Source: an optimization exercise on an open RTL-to-GDS flow (aim: small area, a short achievable clock period and few clock cycles per item). Production flows keep margins and buffers that such runs may drop.
Function was checked by simulation only, so behaviour that the tests miss may differ from the original.
Power figures rest on the tool's default switching activity, not on a simulated workload.

==> flow/design.v (excerpt) <==
module mains_rms_and_frequency_monitor #(
    parameter int WINDOW_BITS = 10
) (
    input  logic                aclk,
    input  logic                aresetn,
    input  logic                s_valid,
    output logic                s_ready,
    input  logic [SAMPLE_W-1:0] s_sample_mv,
    input  logic                s_sample_valid,
    output logic                m_valid,
    input  logic                m_ready,
    output logic [THR_W-1:0]    m_rms_volts_q8,
    output logic                m_blackout,
    output logic                m_surge,
    output logic [FREQ_W-1:0]   m_frequency_centihz,
    input  logic                psel,
    input  logic                penable,
    input  logic                pwrite,
    input  logic [APB_AW-1:0]   paddr,
    input  logic [APB_DW-1:0]   pwdata,
    output logic [APB_DW-1:0]   prdata,
    output logic                pready
);
Size: roughly 3,300 cells after synthesis, about 480 flip-flops, ~28,000 µm² of cells after synthesis.
==> flow/config.mk <==
export PLATFORM = sky130hd
export DESIGN_NAME = mains_rms_and_frequency_monitor
export DESIGN_NICKNAME = mains_rms_and_frequency_monitor
export VERILOG_FILES = /design/flow/design.v
export SDC_FILE = /design/flow/constraint.sdc
export NUM_CORES = 4
export LEC_CHECK = 0
export CAP_MARGIN = 20
export CORE_MARGIN = 2
export CORE_UTILIZATION = 40
export SLEW_MARGIN = 20
==> flow/constraint.sdc <==
create_clock -name core_clock -period 10.0 [get_ports {aclk}]
set_input_delay 2.0000 -clock core_clock [delete_from_list [all_inputs] [get_ports {aclk}]]
set_output_delay 2.0000 -clock core_clock [all_outputs]
set_load 0.01 [all_outputs]
standard.sh (not shown) runs the stock make flow with config.mk's settings and CLKGATE_MAP_FILE= SYNTH_SCRIPT=/design/flow/synth_recipe.tcl, a recipe that flattens the netlist after the stock synthesis.
==> flow/flow/run.sh <==
#!/bin/bash
# Standard layout; repair_timing aims for a tighter setup margin and the
# ports get buf_4 buffers. Tool output goes to standard.log.
set -euo pipefail
export SETUP_SLACK_MARGIN=7.0
export BUFFER_PORTS_ARGS="-buffer_cell sky130_fd_sc_hd__buf_4"
bash standard.sh > standard.log 2>&1
Testbench counts at the start, summed over its fixed seeds: cycles 20,452, items 19,252.
==> next run, changes <==
==> flow/flow/run.sh (replaced) <==
#!/bin/bash
# Standard layout; repair_timing aims for a tighter setup margin, the ports
# get buf_2 buffers and the clock tree gets no dummy loads. Tool output goes to standard.log.
set -euo pipefail
export SETUP_SLACK_MARGIN=6.5
export BUFFER_PORTS_ARGS="-buffer_cell sky130_fd_sc_hd__buf_2"
export CTS_ARGS="-sink_clustering_enable -repair_clock_nets -dont_use_dummy_load"
bash standard.sh > standard.log 2>&1
Effect:
- clock skew came out lower by 0.0032 ns
- combinational power fell by 28%
- non-clock buffer count falls by 126
- sequential share of layout area rises by 2.9 points
- area after synthesis is unchanged
- global-route usage drops by 1.5 points
- worst setup slack gets worse by 0.18 ns
- design area shrinks by 9.9%
==> next run, changes <==
==> flow/flow/run.sh (replaced) <==
#!/bin/bash
# Standard layout; repair_timing aims for a tighter setup margin and the
# ports get buf_2 buffers. Tool output goes to standard.log.
set -euo pipefail
export SETUP_SLACK_MARGIN=6.0
export BUFFER_PORTS_ARGS="-buffer_cell sky130_fd_sc_hd__buf_2"
bash standard.sh > standard.log 2>&1
Result: Final area came out higher by about 0.32%; synthesized cell count is unchanged; area after synthesis stays the same; maximum frequency drops by 7.6%; clock power rose by 14%; wire length went up by 0.39%; via count is higher by about 0.3%; total power goes up by 6.0%.
==> next run, changes <==
==> flow/flow/run.sh (replaced) <==
#!/bin/bash
# Standard layout; repair_timing aims for a tighter setup margin and the
# ports get buf_2 buffers. Tool output goes to standard.log.
set -euo pipefail
export SETUP_SLACK_MARGIN=6.5
export BUFFER_PORTS_ARGS="-buffer_cell sky130_fd_sc_hd__buf_2"
bash standard.sh > standard.log 2>&1
Core utilization rises by 0.67 points.
Cell area rises slightly.
Critical path depth does not change.
Synthesized cell count is unchanged.
Area after synthesis does not change.
Clock-buffer cell count falls by 7.
Sequential share of layout area falls by 0.44 points.
Routed wire length stays flat.
==> next run, changes <==
==> flow/flow/run.sh (replaced) <==
#!/bin/bash
# Standard layout; repair_timing aims for a tighter setup margin, the ports
# get buf_2 buffers. Tool output goes to standard.log.
set -euo pipefail
export SETUP_SLACK_MARGIN=6.5
export BUFFER_PORTS_ARGS="-buffer_cell sky130_fd_sc_hd__buf_2"

bash standard.sh > standard.log 2>&1
- CORE_UTILIZATION: 40 -> 55
What happened: The changed run finished clean; hold slack stays flat; clock power climbs by a few percent; combinational power goes up by a few percent; count of clock-buffer cells in the layout is lower by 12; die area is lower by a quarter to a third.

[separate check: timing with driven ports]
How much do the figures lean on ideal ports? The routed layouts below were timed once more, with nothing changed but the port constraints. Step 1, drivers: a clkbuf_16 drives aclk and a buf_2 each remaining input, both assumed. Step 2 times the ports against the registers' clock, not the clock port: input delays grow and output delays shrink by t, the midpoint of the rising clock arrivals with the driver on. Slacks: ideal ports / drivers / drivers and shift; pairs: ideal ports / drivers.
run | t (ns) | setup WS [ns] | worst setup path at the end | clock arrival spread, ns | worst register clock-pin slew, ns
the first run | 0.691 | 6.702 / 6.664 / 6.274 | input to register | 0.031 / 0.032 | 0.06 / 0.06
the second run | 0.657 | 6.519 / 6.524 / 5.905 | input to register | 0.029 / 0.029 | 0.06 / 0.06
the third run | 0.665 | 6.233 / 6.233 / 5.680 | input to register | 0.028 / 0.027 | 0.06 / 0.06
the fourth run | 0.675 | 6.571 / 6.516 / 5.936 | input to register | 0.015 / 0.015 | 0.06 / 0.06
the fifth run | 0.660 | 6.591 / 6.557 / 5.937 | input to register | 0.023 / 0.024 | 0.07 / 0.07
After both steps every run listed still meets setup and hold. For the fifth run, which loses most, drivers alone change the setup slack by -0.034 ns; drivers and shift together by -0.654 ns.
